Context: an optimization exercise on an open-source flow, tuned for small area, a short achievable clock period and few clock cycles per item. The choices shown serve that exercise and are no tape-out recipe.
Only simulation tests tie the RTL to the original design; equivalence was not proved.
Power is estimated from default activity; no workload was simulated.

## flow/config.mk

```make
export PLATFORM = sky130hd
export DESIGN_NAME = pipeline_cpu
export DESIGN_NICKNAME = pipeline_cpu
export VERILOG_FILES = /design/flow/design.v
export SDC_FILE = /design/flow/constraint.sdc
export NUM_CORES = 4
export LEC_CHECK = 0
export CAP_MARGIN = 20
export CORE_MARGIN = 2
export CORE_UTILIZATION = 40
export PLACE_DENSITY = 0.6
export SLEW_MARGIN = 20
```

## flow/constraint.sdc

```tcl
create_clock -name core_clock -period 8.5 [get_ports {clock}]
set_input_delay 1.7000 -clock core_clock [delete_from_list [all_inputs] [get_ports {clock}]]
set_output_delay 1.7000 -clock core_clock [all_outputs]
set_load 0.01 [all_outputs]
```

## flow/design.v

```verilog
`default_nettype none
package cpu_pkg;
    localparam int XLEN = 32;
    typedef logic [XLEN-1:0] word_t;
    typedef logic [4:0]      reg_addr_t;
    localparam reg_addr_t REG_RA = 5'd31;
    localparam word_t NOP_INSTR = '0;
    localparam int OPC_MSB   = 31;
    localparam int OPC_LSB   = 27;
    localparam int RD_MSB    = 26;
    localparam int RD_LSB    = 22;
    localparam int RS_MSB    = 21;
    localparam int RS_LSB    = 17;
    localparam int RT_MSB    = 16;
    localparam int RT_LSB    = 12;
    localparam int SHAMT_MSB = 11;
    localparam int SHAMT_LSB = 7;
    localparam int ALUOP_MSB = 6;
    localparam int ALUOP_LSB = 2;
    localparam int IMM_MSB   = 16;
    localparam int IMM_LSB   = 0;
    localparam int TGT_MSB   = 26;
    localparam int TGT_LSB   = 0;
    typedef enum logic [4:0] {
        OPC_ALU  = 5'd0,
        OPC_J    = 5'd1,
        OPC_BNE  = 5'd2,
        OPC_JAL  = 5'd3,
        OPC_JR   = 5'd4,
        OPC_ADDI = 5'd5,
        OPC_BLT  = 5'd6,
        OPC_SW   = 5'd7,
        OPC_LW   = 5'd8
    } opcode_e;
    typedef enum logic [4:0] {
        ALU_ADD = 5'd0,
        ALU_SUB = 5'd1,
        ALU_AND = 5'd2,
        ALU_OR  = 5'd3,
        ALU_SLL = 5'd4,
        ALU_SRA = 5'd5
    } alu_op_e;
    typedef struct packed {
        word_t pc_plus1;
        word_t ir;
    } fd_t;
    typedef struct packed {
        word_t pc_plus1;
        word_t ir;
        word_t a;
        word_t b;
    } dx_t;
    typedef struct packed {
        word_t ir;
        word_t o;
        word_t b;
    } xm_t;
    typedef struct packed {
        word_t ir;
        word_t o;
        word_t d;
    } mw_t;
    typedef struct packed {
        logic  taken;
        word_t target;
    } redirect_t;
    typedef struct packed {
        logic xm_a;
        logic mw_a;
        logic xm_b;
        logic mw_b;
        logic mw_dm;
    } bypass_t;
    function automatic logic writes_reg(input logic [4:0] op);
        writes_reg = (op == cpu_pkg::OPC_ALU) || (op == cpu_pkg::OPC_ADDI) || (op == cpu_pkg::OPC_LW) || (op == cpu_pkg::OPC_JAL);
    endfunction
    function automatic logic reads_rs(input logic [4:0] op);
        reads_rs = (op == cpu_pkg::OPC_ALU) || (op == cpu_pkg::OPC_BNE) || (op == cpu_pkg::OPC_ADDI) ||
                   (op == cpu_pkg::OPC_BLT) || (op == cpu_pkg::OPC_SW) || (op == cpu_pkg::OPC_LW);
    endfunction
    function automatic logic reads_rd(input logic [4:0] op);
        reads_rd = (op == cpu_pkg::OPC_SW) || (op == cpu_pkg::OPC_BNE) || (op == cpu_pkg::OPC_JR) || (op == cpu_pkg::OPC_BLT);
    endfunction
endpackage
`default_nettype wire
`default_nettype none
`timescale 1ns/1ps
module alu (
    input  cpu_pkg::word_t   operand_a,
    input  cpu_pkg::word_t   operand_b,
    input  logic [4:0] op,
    input  logic [4:0]       shamt,
    output cpu_pkg::word_t   result,
    output logic             not_equal,
    output logic             less_than
);
    cpu_pkg::word_t diff;
    logic  sub_ovf;
    assign diff = operand_a - operand_b;
    assign sub_ovf = (operand_a[cpu_pkg::XLEN-1] != operand_b[cpu_pkg::XLEN-1]) &&
                     (diff[cpu_pkg::XLEN-1] != operand_a[cpu_pkg::XLEN-1]);
    assign not_equal = |diff;
    assign less_than = diff[cpu_pkg::XLEN-1] ^ sub_ovf;
    always_comb begin
        case (op)
            cpu_pkg::ALU_ADD: result = operand_a + operand_b;
            cpu_pkg::ALU_SUB: result = diff;
            cpu_pkg::ALU_AND: result = operand_a & operand_b;
            cpu_pkg::ALU_OR:  result = operand_a | operand_b;
            cpu_pkg::ALU_SLL: result = operand_a << shamt;
            cpu_pkg::ALU_SRA: result = $signed(operand_a) >>> shamt;
            default: result = '0;
        endcase
    end
endmodule
`default_nettype wire
`default_nettype none
`timescale 1ns/1ps
module fetch_stage (
    input  wire                 clock,
    input  wire                 arst_n,
    input  wire                 stall,
    input  cpu_pkg::redirect_t  redirect,
    input  cpu_pkg::word_t      q_imem,
    output cpu_pkg::word_t      address_imem,
    output cpu_pkg::fd_t        fd
);
    cpu_pkg::word_t pc;
    cpu_pkg::word_t pc_plus1;
    assign pc_plus1     = pc + 32'd1;
    assign address_imem = pc;
    always_ff @(posedge clock or negedge arst_n) begin
        if (!arst_n) begin
            pc <= '0;
            fd <= '0;
        end else if (redirect.taken) begin
            pc <= redirect.target;
            fd.pc_plus1 <= pc_plus1;
            fd.ir       <= cpu_pkg::NOP_INSTR;
        end else if (!stall) begin
            pc <= pc_plus1;
            fd.pc_plus1 <= pc_plus1;
            fd.ir       <= q_imem;
        end
    end
endmodule
`default_nettype wire
`default_nettype none
`timescale 1ns/1ps
module decode_stage (
    input  wire                 clock,
    input  wire                 arst_n,
    input  cpu_pkg::fd_t        fd,
    input  wire                 stall,
    input  cpu_pkg::redirect_t  redirect,
    input  cpu_pkg::word_t      data_read_reg_a,
    input  cpu_pkg::word_t      data_read_reg_b,
    output cpu_pkg::reg_addr_t  ctrl_read_reg_a,
    output cpu_pkg::reg_addr_t  ctrl_read_reg_b,
    output cpu_pkg::dx_t        dx
);
    logic [4:0] d_opc;
    logic    bubble;
    assign d_opc = fd.ir[cpu_pkg::OPC_MSB:cpu_pkg::OPC_LSB];
    assign ctrl_read_reg_a = fd.ir[cpu_pkg::RS_MSB:cpu_pkg::RS_LSB];
    assign ctrl_read_reg_b = cpu_pkg::reads_rd(d_opc) ? fd.ir[cpu_pkg::RD_MSB:cpu_pkg::RD_LSB]
                                             : fd.ir[cpu_pkg::RT_MSB:cpu_pkg::RT_LSB];
    assign bubble = stall || redirect.taken;
    always_ff @(posedge clock or negedge arst_n) begin
        if (!arst_n) begin
            dx <= '0;
        end else begin
            dx.pc_plus1 <= fd.pc_plus1;
            dx.ir       <= bubble ? cpu_pkg::NOP_INSTR : fd.ir;
            dx.a        <= data_read_reg_a;
            dx.b        <= data_read_reg_b;
        end
    end
endmodule
`default_nettype wire
`default_nettype none
`timescale 1ns/1ps
module execute_stage (
    input  wire                 clock,
    input  wire                 arst_n,
    input  cpu_pkg::dx_t        dx,
    input  cpu_pkg::bypass_t    bypass,
    input  cpu_pkg::word_t      xm_o,
    input  cpu_pkg::word_t      wb_data,
    output cpu_pkg::redirect_t  redirect,
    output cpu_pkg::xm_t        xm
);
    logic [4:0]   x_opc;
    logic [4:0]   alu_fn;
    cpu_pkg::word_t     opnd_a;
    cpu_pkg::word_t     opnd_b;
    cpu_pkg::word_t     alu_b;
    cpu_pkg::word_t     imm;
    cpu_pkg::word_t     jump_target;
    cpu_pkg::word_t     branch_target;
    cpu_pkg::word_t     alu_result;
    logic      alu_neq;
    logic      alu_lt;
    logic      use_imm;
    cpu_pkg::reg_addr_t dest;
    assign x_opc = dx.ir[cpu_pkg::OPC_MSB:cpu_pkg::OPC_LSB];
    assign imm = {{(cpu_pkg::XLEN-cpu_pkg::IMM_MSB-1){dx.ir[cpu_pkg::IMM_MSB]}}, dx.ir[cpu_pkg::IMM_MSB:cpu_pkg::IMM_LSB]};
    assign jump_target = {{(cpu_pkg::XLEN-cpu_pkg::TGT_MSB-1){1'b0}}, dx.ir[cpu_pkg::TGT_MSB:cpu_pkg::TGT_LSB]};
    assign branch_target = dx.pc_plus1 + imm;
    assign opnd_a = bypass.xm_a ? xm_o :
                    bypass.mw_a ? wb_data : dx.a;
    assign opnd_b = bypass.xm_b ? xm_o :
                    bypass.mw_b ? wb_data : dx.b;
    assign use_imm = (x_opc == cpu_pkg::OPC_ADDI) || (x_opc == cpu_pkg::OPC_LW) || (x_opc == cpu_pkg::OPC_SW);
    assign alu_b   = use_imm ? imm : opnd_b;
    always_comb begin
        case (x_opc)
            cpu_pkg::OPC_ALU:          alu_fn = dx.ir[cpu_pkg::ALUOP_MSB:cpu_pkg::ALUOP_LSB];
            cpu_pkg::OPC_BNE, cpu_pkg::OPC_BLT: alu_fn = cpu_pkg::ALU_SUB;
            default:          alu_fn = cpu_pkg::ALU_ADD;
        endcase
    end
    alu u_alu (
        .operand_a (opnd_a),
        .operand_b (alu_b),
        .op        (alu_fn),
        .shamt     (dx.ir[cpu_pkg::SHAMT_MSB:cpu_pkg::SHAMT_LSB]),
        .result    (alu_result),
        .not_equal (alu_neq),
        .less_than (alu_lt)
    );
    always_comb begin
        redirect.taken  = 1'b0;
        redirect.target = branch_target;
        case (x_opc)
            cpu_pkg::OPC_J, cpu_pkg::OPC_JAL: begin
                redirect.taken  = 1'b1;
                redirect.target = jump_target;
            end
            cpu_pkg::OPC_JR: begin
                redirect.taken  = 1'b1;
                redirect.target = opnd_b;
            end
            cpu_pkg::OPC_BNE: redirect.taken = alu_neq;
            cpu_pkg::OPC_BLT: redirect.taken = alu_neq && !alu_lt;
            default: redirect.taken = 1'b0;
        endcase
    end
    assign dest = (x_opc == cpu_pkg::OPC_JAL) ? cpu_pkg::REG_RA : dx.ir[cpu_pkg::RD_MSB:cpu_pkg::RD_LSB];
    always_ff @(posedge clock or negedge arst_n) begin
        if (!arst_n) begin
            xm <= '0;
        end else begin
            xm.ir <= {dx.ir[cpu_pkg::OPC_MSB:cpu_pkg::OPC_LSB], dest, dx.ir[cpu_pkg::RS_MSB:0]};
            xm.o  <= (x_opc == cpu_pkg::OPC_JAL) ? dx.pc_plus1 : alu_result;
            xm.b  <= opnd_b;
        end
    end
endmodule
`default_nettype wire
`default_nettype none
`timescale 1ns/1ps
module mem_wb_stage (
    input  wire                 clock,
    input  wire                 arst_n,
    input  cpu_pkg::xm_t        xm,
    input  cpu_pkg::bypass_t    bypass,
    input  cpu_pkg::word_t      q_dmem,
    output cpu_pkg::word_t      address_dmem,
    output cpu_pkg::word_t      data,
    output logic                wren,
    output logic                ctrl_write_enable,
    output cpu_pkg::reg_addr_t  ctrl_write_reg,
    output cpu_pkg::word_t      data_write_reg
);
    logic [4:0] m_opc;
    logic [4:0] w_opc;
    cpu_pkg::mw_t     mw;
    assign m_opc = xm.ir[cpu_pkg::OPC_MSB:cpu_pkg::OPC_LSB];
    assign w_opc = mw.ir[cpu_pkg::OPC_MSB:cpu_pkg::OPC_LSB];
    assign address_dmem = xm.o;
    assign wren         = (m_opc == cpu_pkg::OPC_SW);
    assign data         = bypass.mw_dm ? data_write_reg : xm.b;
    always_ff @(posedge clock or negedge arst_n) begin
        if (!arst_n) begin
            mw <= '0;
        end else begin
            mw.ir <= xm.ir;
            mw.o  <= xm.o;
            mw.d  <= q_dmem;
        end
    end
    assign ctrl_write_reg    = mw.ir[cpu_pkg::RD_MSB:cpu_pkg::RD_LSB];
    assign ctrl_write_enable = cpu_pkg::writes_reg(w_opc) && (ctrl_write_reg != '0);
    assign data_write_reg    = (w_opc == cpu_pkg::OPC_LW) ? mw.d : mw.o;
endmodule
`default_nettype wire
`default_nettype none
`timescale 1ns/1ps
module hazard_unit (
    input  cpu_pkg::fd_t        fd,
    input  cpu_pkg::dx_t        dx,
    input  cpu_pkg::xm_t        xm,
    input  wire                 ctrl_write_enable,
    input  cpu_pkg::reg_addr_t  ctrl_write_reg,
    output cpu_pkg::bypass_t    bypass,
    output logic                stall
);
    logic [4:0]   d_opc;
    logic [4:0]   x_opc;
    logic [4:0]   m_opc;
    cpu_pkg::reg_addr_t x_rs;
    cpu_pkg::reg_addr_t x_rd;
    cpu_pkg::reg_addr_t x_src_b;
    cpu_pkg::reg_addr_t m_rd;
    logic      x_reads_a;
    logic      x_reads_b;
    logic      m_writes;
    logic      w_writes;
    logic      d_uses_load;
    assign d_opc = fd.ir[cpu_pkg::OPC_MSB:cpu_pkg::OPC_LSB];
    assign x_opc = dx.ir[cpu_pkg::OPC_MSB:cpu_pkg::OPC_LSB];
    assign m_opc = xm.ir[cpu_pkg::OPC_MSB:cpu_pkg::OPC_LSB];
    assign x_rs      = dx.ir[cpu_pkg::RS_MSB:cpu_pkg::RS_LSB];
    assign x_rd      = dx.ir[cpu_pkg::RD_MSB:cpu_pkg::RD_LSB];
    assign x_reads_a = cpu_pkg::reads_rs(x_opc);
    assign x_src_b   = (x_opc == cpu_pkg::OPC_ALU) ? dx.ir[cpu_pkg::RT_MSB:cpu_pkg::RT_LSB] : x_rd;
    assign x_reads_b = (x_opc == cpu_pkg::OPC_ALU) || cpu_pkg::reads_rd(x_opc);
    assign m_rd     = xm.ir[cpu_pkg::RD_MSB:cpu_pkg::RD_LSB];
    assign m_writes = cpu_pkg::writes_reg(m_opc) && (m_rd != '0);
    assign w_writes = ctrl_write_enable && (ctrl_write_reg != '0);
    assign bypass.xm_a = x_reads_a && m_writes && (m_rd == x_rs);
    assign bypass.mw_a = x_reads_a && w_writes && (ctrl_write_reg == x_rs);
    assign bypass.xm_b = x_reads_b && m_writes && (m_rd == x_src_b);
    assign bypass.mw_b = x_reads_b && w_writes && (ctrl_write_reg == x_src_b);
    assign bypass.mw_dm = (m_opc == cpu_pkg::OPC_SW) && w_writes && (ctrl_write_reg == m_rd);
    always_comb begin
        d_uses_load = 1'b0;
        if (cpu_pkg::reads_rs(d_opc) && (fd.ir[cpu_pkg::RS_MSB:cpu_pkg::RS_LSB] == x_rd))
            d_uses_load = 1'b1;
        if ((d_opc == cpu_pkg::OPC_ALU) && (fd.ir[cpu_pkg::RT_MSB:cpu_pkg::RT_LSB] == x_rd))
            d_uses_load = 1'b1;
        if (cpu_pkg::reads_rd(d_opc) && (d_opc != cpu_pkg::OPC_SW) && (fd.ir[cpu_pkg::RD_MSB:cpu_pkg::RD_LSB] == x_rd))
            d_uses_load = 1'b1;
    end
    assign stall = (x_opc == cpu_pkg::OPC_LW) && (x_rd != '0) && d_uses_load;
endmodule
`default_nettype wire
`default_nettype none
`timescale 1ns/1ps
module pipeline_cpu (
    input  wire                 clock,
    input  wire                 arst_n,
    output cpu_pkg::word_t      address_imem,
    input  cpu_pkg::word_t      q_imem,
    output cpu_pkg::word_t      address_dmem,
    output cpu_pkg::word_t      data,
    output logic                wren,
    input  cpu_pkg::word_t      q_dmem,
    output logic                ctrl_write_enable,
    output cpu_pkg::reg_addr_t  ctrl_write_reg,
    output cpu_pkg::reg_addr_t  ctrl_read_reg_a,
    output cpu_pkg::reg_addr_t  ctrl_read_reg_b,
    output cpu_pkg::word_t      data_write_reg,
    input  cpu_pkg::word_t      data_read_reg_a,
    input  cpu_pkg::word_t      data_read_reg_b
);
    cpu_pkg::fd_t       fd;
    cpu_pkg::dx_t       dx;
    cpu_pkg::xm_t       xm;
    cpu_pkg::redirect_t redirect;
    cpu_pkg::bypass_t   bypass;
    logic      stall;
    fetch_stage u_fetch_stage (
        .clock        (clock),
        .arst_n       (arst_n),
        .stall        (stall),
        .redirect     (redirect),
        .q_imem       (q_imem),
        .address_imem (address_imem),
        .fd           (fd)
    );
    decode_stage u_decode_stage (
        .clock           (clock),
        .arst_n          (arst_n),
        .fd              (fd),
        .stall           (stall),
        .redirect        (redirect),
        .data_read_reg_a (data_read_reg_a),
        .data_read_reg_b (data_read_reg_b),
        .ctrl_read_reg_a (ctrl_read_reg_a),
        .ctrl_read_reg_b (ctrl_read_reg_b),
        .dx              (dx)
    );
    execute_stage u_execute_stage (
        .clock    (clock),
        .arst_n   (arst_n),
        .dx       (dx),
        .bypass   (bypass),
        .xm_o     (xm.o),
        .wb_data  (data_write_reg),
        .redirect (redirect),
        .xm       (xm)
    );
    mem_wb_stage u_mem_wb_stage (
        .clock             (clock),
        .arst_n            (arst_n),
        .xm                (xm),
        .bypass            (bypass),
        .q_dmem            (q_dmem),
        .address_dmem      (address_dmem),
        .data              (data),
        .wren              (wren),
        .ctrl_write_enable (ctrl_write_enable),
        .ctrl_write_reg    (ctrl_write_reg),
        .data_write_reg    (data_write_reg)
    );
    hazard_unit u_hazard_unit (
        .fd                (fd),
        .dx                (dx),
        .xm                (xm),
        .ctrl_write_enable (ctrl_write_enable),
        .ctrl_write_reg    (ctrl_write_reg),
        .bypass            (bypass),
        .stall             (stall)
    );
endmodule
`default_nettype wire
```

## flow/run.sh

```bash
#!/bin/bash
# synth_recipe.tcl (not shown) runs the flow's synth.tcl, then flattens the netlist and writes it again
# the make line also repeats each setting of config.mk as NAME=value (left out here)
make -C /OpenROAD-flow-scripts/flow DESIGN_CONFIG=/design/flow/config.mk WORK_HOME=/design/flow/orfs CLKGATE_MAP_FILE= SYNTH_SCRIPT=/design/flow/synth_recipe.tcl finish
```

==> impl_metrics.json <==
{
  "status": "no timing/DRC/antenna violations",
  "dp_hpwl_mm": 107.2,
  "clock-sinks": 372,
  "ios": 275,
  "netlist.area_leader.share_pct": 35.61,
  "post_drt_wl_per_cell_um": 32.23,
  "power_density_nw_per_um2": 494.9,
  "critPathLaunch": "u_decode_stage.dx[92]$_DFF_PN0_",
  "highest_layer": "met5",
  "met1_length_mm": 55.27,
  "grt_overflow_total": 0,
  "cp_num_buf_inv": 3,
  "slew_headroom_pct": 19.31,
  "drt-pass1-iter-count": 6,
  "syn_area_um2": 26140,
  "r2r-start": "u_decode_stage.dx[92]$_DFF_PN0_",
  "synthArstFlopShare_pct": 100.0,
  "min_period_ps": 8160,
  "cts_max_level": 2,
  "ys_seq_area_share_pct": 35.61,
  "peakVddDrop_mv": 0.2435,
  "ff2ff_setup_slack_ps": 340,
  "root_buffer": "clkbuf_16",
  "antenna_found_initial": 11,
  "io_buffer_count": 274,
  "groute.usage.overall_pct": 39.16,
  "critical_path_arrival_ps": 8680,
  "start_util_pct": 40.48,
  "grt_pass1_vias": 25830,
  "gp_congestion": 1.068,
  "synth_top_cell_by_area": "dfrtp_1",
  "tightest_slew_ps": 1203,
  "max_stage_delay_ps": 560,
  "area_delta_synth_final_pct": 23.94,
  "critPathRequiredTime_ps": 9020,
  "cts_made_buffers": 40,
  "endpoint_kind": "flip-flop",
  "met2_length_mm": 58.11,
  "maxSlewViolCount": 0,
  "rsz0062_at_grt": "false",
  "wl_mm": 134.5,
  "fin_skew_ps": 23.23,
  "critPathLaunchType": "flip-flop",
  "finalCritPeriodShare_pct": 96.00,
  "power_w": 0.01603,
  "final_common_cell": "dfrtp_1",
  "ant_nets": 0,
  "drive_above_1_share_pct": 15.69,
  "via_per_inst": 6.327,
  "hold_depth": 0,
  "synth_area_leaders": "dfrtp_1, ha_1, a21oi_1",
  "yosysWarnings": 6,
  "worst-setup-path-type": "flip-flop to flip-flop",
  "hold_end": "u_decode_stage.dx[97]$_DFF_PN0_",
  "path_max_fanout": 41,
  "synth_seq_cells": 372,
  "crit_family": "compound AO/OA/AOI/OAI gates",
  "r2r_cells": 36,
  "p_leak_nw": 13.91,
  "synth_nets": 3209,
  "drv_cap": 0,
  "synth-edff-count": 0,
  "clock_latency_ps": 600,
  "avgSynthCellArea_um2": 8.867,
  "r2r-end": "u_fetch_stage.pc[4]$_DFFE_PN0P_",
  "clk_path_buf_depth": 3,
  "vias": 26400,
  "min_from": "u_fetch_stage.fd[33]$_DFFE_PN0P_",
  "hold_class": "flip-flop to flip-flop",
  "grt_first_pass_wirelength_mm": 190.0,
  "met3_wirelength_mm": 13.67,
  "hold_viol_final": 0,
  "drt_iter0_markers": 3599,
  "mostFrequentLayoutCells": "dfrtp_1, nor2_1, clkdlybuf4s50_1",
  "setup_tns_ps": 0,
  "cts_hold_buf": 0,
  "fp.dieW_um": 259.6,
  "nNetsFinal": 3550,
  "fp.dieArea_um2": 67410,
  "cts_tree": "yes",
  "drcViolationCount": 0,
  "synth_ff_type": "dfrtp_1",
  "path_clk_slew_ps": 60,
  "dieHeight_um": 259.6,
  "crit_slowest_cell": "mux2i_1",
  "fmaxAchievable_mhz": 122.5,
  "core_um2": 64580,
  "grt_max_degree": 161,
  "setup_violations": 0,
  "netlist_instances": 2948,
  "ys_types": 95,
  "placementRows": 93
}
## stage by stage
stage	worst slack, ps	util [%]	hold WS [ps]	cells	area [µm²]
finish	339.7	50.17	365.0	4173	32400
global route	0.08082	50.16	378.8	4171	32390
CTS	27.52	50.05	369.2	4169	32320
detailed placement	-323.9	48.02	354.1	4101	31010
global placement	-42.98	48.02	356.2	4101	31010
floorplan	782.1	-	348.6	2948	26140
## worst reg2reg max path, delay by kind of cell, from the launching register on
| kind | cells | cell delay [ps] |
|---|---|---|
| simple gates | 14 | 2550 |
| xor+xnor | 1 | 200 |
| compound gates | 14 | 2610 |
| mux | 2 | 850 |
| flops | 1 | 410 |
| fa+ha+maj | 2 | 890 |
| buf+inv | 3 | 560 |
## power by group
group	total [W]	switching, W	internal [W]	leakage, nW
Sequential	0.00318	0.000798	0.00238	4.55
Combinational	0.0111	0.00694	0.00418	8.75
Clock	0.00174	0.000742	0.000998	0.624
Total	0.0160	0.00848	0.00756	13.9
## routing by layer
layer,global-route usage (%),vias up
li1,-,11340
met5,0,-
met3,9.571,318
met2,59.50,1655
met4,17.98,8
met1,52.57,13080
## area by class of cell
type	instances	area, µm²
fill	6120	32180
multi-input combinational	2221	15430
sequential	372	9313
timing repair buffer	537	4835
clock buffer	58	1139
tap	855	1070
inverter	117	439.2
clock inverter	10	162.7
antenna	3	7.507
## Yosys cell counts (80+ instances only)
| cell type | count |
|---|---|
| o21ai_0 | 154 |
| a21oi_1 | 256 |
| nand2_1 | 221 |
| xnor2_1 | 81 |
| clkbuf_1 | 133 |
| nand3_1 | 80 |
| dfrtp_1 | 372 |
| inv_1 | 112 |
| mux2i_1 | 96 |
| mux2_2 | 99 |
| ha_1 | 127 |
| nor2_1 | 291 |
## logic make-up after synthesis
| logic type | share of synthesized area, % |
|---|---|
| AOI/OAI and AO/OA | 23.47 |
| adders and majority gates | 6.423 |
| and+or+nand+nor | 14.87 |
| buffers and inverters | 6.069 |
| xor gates and xnor gates | 4.791 |
| muxes | 8.768 |
| DFF | 35.61 |
## state kept, by name, summed over array words and instances (netlist names)
signal,flops
u_execute_stage.xm,74
u_decode_stage.dx,128
u_fetch_stage.pc,32
u_mem_wb_stage.mw,74
u_fetch_stage.fd,64
## worst max-delay path by stage
| stage | to | slack [ps] | cells after the start |
|---|---|---|---|
| floorplan | u_fetch_stage.pc[23]$_DFFE_PN0P_ | 780 | 38 |
| global placement | u_fetch_stage.pc[26]$_DFFE_PN0P_ | -40 | 35 |
| detailed placement | u_fetch_stage.pc[28]$_DFFE_PN0P_ | -320 | 35 |
| CTS | u_fetch_stage.pc[28]$_DFFE_PN0P_ | 30 | 36 |
| global route | u_fetch_stage.pc[4]$_DFFE_PN0P_ | 0.08 | 36 |
| finish | u_fetch_stage.pc[4]$_DFFE_PN0P_ | 340 | 36 |
## what timing repair did
action	4_1_cts	5_1_grt
endpoints found under the setup margin	96	96
setup buffers	0	1
gates resized for setup	5	14
Testbench counts, summed over its fixed seeds: cycles 12,742, instrs 9,364.

==> separate check: timing with driven ports <==
The flow's constraints put no driver on any port. The routed layout listed below was extracted and timed again, unchanged, in two steps.
Step 1 assumes that a clkbuf_16 drives the clock port and a buf_2 every other input.
Step 2 moves the port delays by t, midway between the first and last clock arrival at a register: inputs arrive t later, outputs are due t later. That takes back most of the time a late clock gives input paths.
Three values: ideal ports, drivers, drivers and shift; two values: the first two.
shift t [ns]: 0.643
setup slack, ns: 0.340 / 0.340 / 0.340
worst hold slack (ns): 0.365 / 0.365 / 0.365
pins driven straight from the clock port: 1
After both steps setup and hold are still met in this run. For this run, drivers alone change the setup slack by 0.000 ns; drivers and shift together by 0.000 ns.
